This design comes from an exercise in tuning for small area, a short achievable clock period and few clock cycles per item on the open sky130 flow, not from production work.
The RTL was checked by simulation tests, not by an equivalence proof against the original design.
Power figures rest on the tool's default switching activity, not on a simulated workload.

==> flow/design.v (excerpt) <==
module rectangle_overlay_pixel_lookup_top (
    input  logic                           i_clk,
    input  logic                           i_rst_n,
    input  logic                           i_s_tvalid,
    output logic                           o_s_tready,
    input  logic [rop_pkg::S_DATA_W-1:0]   i_s_tdata,
    input  logic [0:0]                     i_s_tuser,
    output logic                           o_m_tvalid,
    input  logic                           i_m_tready,
    output logic [rop_pkg::M_DATA_W-1:0]   o_m_tdata,
    output logic [0:0]                     o_m_tuser
);
clock: 6.0 ns
lec_check: 0
cap_margin: 20
core_margin: 2
core_utilization: 40
slew_margin: 20
run.sh (not shown) runs the stock make flow with config.mk's settings and CLKGATE_MAP_FILE= SYNTH_SCRIPT=/design/flow/synth_recipe.tcl, a recipe that flattens the netlist after the stock synthesis.
Testbench counts at the start, summed over its fixed seeds: cycles 2,526, queries 1,600.
==> next run, changes <==
- CTS_CLUSTER_DIAMETER: unset -> 100
- CTS_CLUSTER_SIZE: unset -> 30
- SETUP_SLACK_MARGIN: unset -> 2.5
The new run ran to the end with no violations. Maximum frequency goes up by 28%. Power drops by 18%. Core utilization came out lower by 1.8 points. Hold slack loses 0.0079 ns. Worst setup slack is better by 1.0 ns. Clock-buffer cell count drops by 347. Clock power went down by 42%. Final cell count is lower by 2.8%. Wire length fell by 1.6%. Combinational power barely changes. Via count shrinks by 1.9%.


rectangle_overlay_pixel_lookup_top, a different RTL version from the one above (not shown whole).
Size in the first run: roughly 12,000 cells after synthesis, roughly 4,400 flip-flops, ~64 I/O pins.
Settings: LEC_CHECK=0, CAP_MARGIN=20, CORE_MARGIN=2, CORE_UTILIZATION=40, CTS_CLUSTER_DIAMETER=100, CTS_CLUSTER_SIZE=24, SETUP_SLACK_MARGIN=3.3, SLEW_MARGIN=20; clock period 6.0 ns.
The starting point passed the timing, design-rule and antenna checks.
Testbench counts at the start, summed over its fixed seeds: cycles 2,542, queries 1,600.
Change:
- SETUP_SLACK_MARGIN: 3.3 -> 3.5
Effect: Setup slack improves by 0.31 ns; clock power barely changes; synthesized cell count stays the same; die area is unchanged; final cell count rose by 0.75%.


The RTL this note starts from:
==> flow/design.v <==
package rop_pkg;
    localparam int MAX_RECTS = 128;
    localparam int IDX_W     = $clog2(MAX_RECTS);
    localparam int CNT_W     = $clog2(MAX_RECTS + 1);
    localparam int COL_W   = 7;
    localparam int ROW_W   = 5;
    localparam int GLYPH_W = 8;
    localparam int S_DATA_W = 48;
    localparam int M_DATA_W = 8;
    localparam int RECT_W   = 2*COL_W + 2*ROW_W + GLYPH_W;
    localparam int OUT_DEPTH = 5;
    localparam logic [GLYPH_W-1:0] SPACE_CHAR = 8'd32;
endpackage
module rop_table_ram (
    input  logic                                           i_clk,
    input  logic                                           i_shift,
    input  logic [rop_pkg::RECT_W-1:0]                     i_rect,
    input  logic [rop_pkg::CNT_W-1:0]                      i_count,
    input  logic [rop_pkg::ROW_W-1:0]                      i_row,
    input  logic [rop_pkg::ROW_W-1:0]                      i_nrow,
    input  logic [rop_pkg::COL_W-1:0]                      i_col,
    input  logic [rop_pkg::COL_W-1:0]                      i_ncol,
    output logic [rop_pkg::MAX_RECTS-1:0]                  o_cover,
    output logic [rop_pkg::MAX_RECTS*rop_pkg::GLYPH_W-1:0] o_glyphs
);
    logic [rop_pkg::RECT_W-1:0] r_mem [0:rop_pkg::MAX_RECTS-1];
    function automatic logic ge_inv(input logic [6:0] x, input logic [6:0] ny, input int w);
        logic c;
        c = 1'b1;
        for (int b = 0; b < w; b++) c = (x[b] & ny[b]) | (x[b] & c) | (ny[b] & c);
        ge_inv = c;
    endfunction
    always_ff @(posedge i_clk) begin
        if (i_shift) begin
            r_mem[0] <= {i_rect[31:12], ~i_rect[11:0]};
            for (int i = 1; i < rop_pkg::MAX_RECTS; i++) r_mem[i] <= r_mem[i-1];
        end
    end
    always_comb begin
        for (int i = 0; i < rop_pkg::MAX_RECTS; i++) begin
            o_cover[i] = ge_inv(i_col, r_mem[i][6:0], 7) && ge_inv(r_mem[i][18:12], i_ncol, 7) &&
                         ge_inv({2'b0, i_row}, {2'b0, r_mem[i][11:7]}, 5) &&
                         ge_inv({2'b0, r_mem[i][23:19]}, {2'b0, i_nrow}, 5) &&
                         (rop_pkg::CNT_W'(i) < i_count);
            o_glyphs[i*rop_pkg::GLYPH_W +: rop_pkg::GLYPH_W] = r_mem[i][31:24];
        end
    end
endmodule
module rop_group_sel #(
    parameter int N = 128,
    parameter int G = 16
) (
    input  logic [N-1:0]                   i_cover,
    input  logic [N*rop_pkg::GLYPH_W-1:0]  i_glyphs,
    output logic [N/G-1:0]                 o_hit,
    output logic [N/G*rop_pkg::GLYPH_W-1:0] o_glyph
);
    localparam int GW = rop_pkg::GLYPH_W;
    always_comb begin
        for (int g = 0; g < N/G; g++) begin
            logic [G-1:0] c, p, sel;
            logic [GW-1:0] o;
            c = i_cover[g*G +: G];
            p = c;
            for (int s = 1; s < G; s = s * 2)
                for (int j = G - 1; j >= s; j--) p[j] = p[j] | p[j-s];
            sel = c & ~{p[G-2:0], 1'b0};
            o = '0;
            for (int j = 0; j < G; j++)
                o = o | ({GW{sel[j]}} & i_glyphs[(g*G+j)*GW +: GW]);
            o_glyph[g*GW +: GW] = o;
            o_hit[g] = p[G-1];
        end
    end
endmodule
module rop_final_sel #(
    parameter int NG = 8
) (
    input  logic [NG-1:0]                 i_hit,
    input  logic [NG*rop_pkg::GLYPH_W-1:0] i_glyph,
    output logic                          o_hit,
    output logic [rop_pkg::GLYPH_W-1:0]   o_glyph
);
    localparam int GW = rop_pkg::GLYPH_W;
    logic [NG-1:0] p, sel;
    logic [GW-1:0] o;
    always_comb begin
        p = i_hit;
        for (int s = 1; s < NG; s = s * 2)
            for (int j = NG - 1; j >= s; j--) p[j] = p[j] | p[j-s];
        sel = i_hit & ~{p[NG-2:0], 1'b0};
        o = '0;
        for (int j = 0; j < NG; j++)
            o = o | ({GW{sel[j]}} & i_glyph[j*GW +: GW]);
    end
    assign o_hit   = p[NG-1];
    assign o_glyph = p[NG-1] ? o : rop_pkg::SPACE_CHAR;
endmodule
module rectangle_overlay_pixel_lookup_top (
    input  logic                           i_clk,
    input  logic                           i_rst_n,
    input  logic                           i_s_tvalid,
    output logic                           o_s_tready,
    input  logic [rop_pkg::S_DATA_W-1:0]   i_s_tdata,
    input  logic [0:0]                     i_s_tuser,
    output logic                           o_m_tvalid,
    input  logic                           i_m_tready,
    output logic [rop_pkg::M_DATA_W-1:0]   o_m_tdata,
    output logic [0:0]                     o_m_tuser
);
    localparam int D  = rop_pkg::OUT_DEPTH;
    localparam int N  = rop_pkg::MAX_RECTS;
    localparam int G  = 16;
    localparam int NG = N / G;
    localparam int GW = rop_pkg::GLYPH_W;
    logic                         r_ready;
    logic [rop_pkg::CNT_W-1:0]    r_count;
    logic [$clog2(D+1)-1:0]       r_out;
    logic                         r_ld, r_q, r_cv, r_gv;
    logic [31:0]                  r_rect;
    logic [rop_pkg::ROW_W-1:0]    r_row, r_nrow;
    logic [rop_pkg::COL_W-1:0]    r_col, r_ncol;
    logic [N-1:0]                 r_cov;
    logic [NG-1:0]                r_ghit;
    logic [NG*GW-1:0]             r_gglyph;
    logic [D-1:0]                 r_qv;
    logic [8:0]                   r_qd [0:D-1];
    logic                         w_fire, w_qfire, w_lfire, w_take;
    logic [N-1:0]                 w_cover;
    logic [N*GW-1:0]              w_glyphs;
    logic [NG-1:0]                w_ghit;
    logic [NG*GW-1:0]             w_gglyph;
    logic                         w_hit;
    logic [GW-1:0]                w_glyph;
    logic [$clog2(D+1)-1:0]       w_out;
    assign w_fire  = i_s_tvalid && r_ready;
    assign w_qfire = w_fire && i_s_tuser[0];
    assign w_lfire = w_fire && !i_s_tuser[0] && !r_count[rop_pkg::CNT_W-1];
    assign w_take  = r_qv[0] && i_m_tready;
    assign w_out   = r_out + w_qfire - w_take;
    rop_table_ram u_tab (
        .i_clk    (i_clk),
        .i_shift  (r_ld),
        .i_rect   (r_rect),
        .i_count  (r_count),
        .i_row    (r_row),
        .i_nrow   (r_nrow),
        .i_col    (r_col),
        .i_ncol   (r_ncol),
        .o_cover  (w_cover),
        .o_glyphs (w_glyphs)
    );
    rop_group_sel #(.N(N), .G(G)) u_gsel (
        .i_cover  (r_cov),
        .i_glyphs (w_glyphs),
        .o_hit    (w_ghit),
        .o_glyph  (w_gglyph)
    );
    rop_final_sel #(.NG(NG)) u_fsel (
        .i_hit    (r_ghit),
        .i_glyph  (r_gglyph),
        .o_hit    (w_hit),
        .o_glyph  (w_glyph)
    );
    always_ff @(posedge i_clk) begin
        r_rect   <= i_s_tdata[31:0];
        r_row    <= i_s_tdata[36:32];
        r_nrow   <= ~i_s_tdata[36:32];
        r_col    <= i_s_tdata[43:37];
        r_ncol   <= ~i_s_tdata[43:37];
        r_cov    <= w_cover;
        r_ghit   <= w_ghit;
        r_gglyph <= w_gglyph;
        if (!i_rst_n) begin
            r_ready <= 1'b1;
            r_count <= '0;
            r_out   <= '0;
            r_ld    <= 1'b0;
            r_q     <= 1'b0;
            r_cv    <= 1'b0;
            r_gv    <= 1'b0;
        end else begin
            r_ready <= (w_out < D);
            r_count <= r_count + w_lfire;
            r_out   <= w_out;
            r_ld    <= w_lfire;
            r_q     <= w_qfire;
            r_cv    <= r_q;
            r_gv    <= r_cv;
        end
    end
    logic [D:0]  w_sv;
    logic [8:0]  w_sd [0:D];
    always_comb begin
        for (int k = 0; k < D; k++) begin
            w_sv[k] = w_take ? ((k + 1 < D) ? r_qv[(k+1)%D] : 1'b0) : r_qv[k];
            w_sd[k] = w_take ? r_qd[(k+1)%D] : r_qd[k];
        end
        w_sv[D] = 1'b0;
        w_sd[D] = '0;
    end
    always_ff @(posedge i_clk) begin
        for (int k = 0; k < D; k++) begin
            if (r_gv && !w_sv[k] && (k == 0 || w_sv[(k+D-1)%D]))
                r_qd[k] <= {w_hit, w_glyph};
            else
                r_qd[k] <= w_sd[k];
        end
        if (!i_rst_n) begin
            r_qv <= '0;
        end else begin
            for (int k = 0; k < D; k++)
                r_qv[k] <= w_sv[k] || (r_gv && (k == 0 || w_sv[(k+D-1)%D]));
        end
    end
    assign o_s_tready = r_ready;
    assign o_m_tvalid = r_qv[0];
    assign o_m_tdata  = r_qd[0][7:0];
    assign o_m_tuser  = r_qd[0][8];
endmodule
clock: 6.0 ns
lec_check: 0
cap_margin: 20
core_margin: 2
core_utilization: 55
cts_cluster_diameter: 100
cts_cluster_size: 24
setup_slack_margin: 3.2
slew_margin: 20
Testbench counts at the start, summed over its fixed seeds: cycles 2,542, queries 1,600.
Then changed:
--- a/flow/config.mk
+++ b/flow/config.mk
@@ -10 +10 @@
-export CORE_UTILIZATION = 55
+export CORE_UTILIZATION = 40
@@ -12,2 +12,2 @@
-export CTS_CLUSTER_SIZE = 24
-export SETUP_SLACK_MARGIN = 3.2
+export CTS_CLUSTER_SIZE = 30
+export SETUP_SLACK_MARGIN = 3.0
Outcome:
- The changed run went through all stages and came out clean
- synthesized area does not change
- hold slack is better by 0.010 ns
- design area is higher by 0.67%
- die area is higher by 37%
- wire length is lower by 1.2%
- clock power is lower by about 4%
- first-iteration DRC count is lower by about 3%
- synthesized cell count stays the same
- cell count is higher by 10%
- power is lower by 1.2%
- combinational power is lower by about 3%

port drivers added, routing unchanged:
The flow's constraints put no driver on any port. The routed layouts listed below were extracted and timed again, unchanged, in two steps.
Step 1 (the two cells are an assumption about what drives the block):
set clk [get_ports {i_clk}]
set_driving_cell -lib_cell sky130_fd_sc_hd__clkbuf_16 $clk
set_driving_cell -lib_cell sky130_fd_sc_hd__buf_2 [delete_from_list [all_inputs] $clk]
Step 2 also shifts input and output timing later by t, the mid clock arrival at the registers, as if the neighbouring blocks saw the same clock.
Slacks: ideal ports / drivers / drivers and shift; pairs: ideal ports / drivers.
run	t, ns	setup WS [ns]	hold WS [ns]
the first run of note 1	1.072	1.460 / 1.460 / 1.401	0.422 / 0.422 / 0.422
the second run of note 1	1.042	2.461 / 2.461 / 1.497	0.414 / 0.414 / 0.414
the first run of note 2	1.088	3.092 / 3.092 / 2.369	0.396 / 0.396 / 0.396
the second run of note 2	1.088	3.401 / 3.276 / 2.518	0.388 / 0.388 / 0.388
the first run of note 3	1.034	3.087 / 3.087 / 2.593	0.409 / 0.409 / 0.409
the second run of note 3	1.052	2.883 / 2.883 / 2.233	0.419 / 0.419 / 0.419
After both steps setup and hold are still met in every run listed. For the second run of note 1, which loses most, drivers alone change the setup slack by 0.000 ns; drivers and shift together by -0.964 ns.
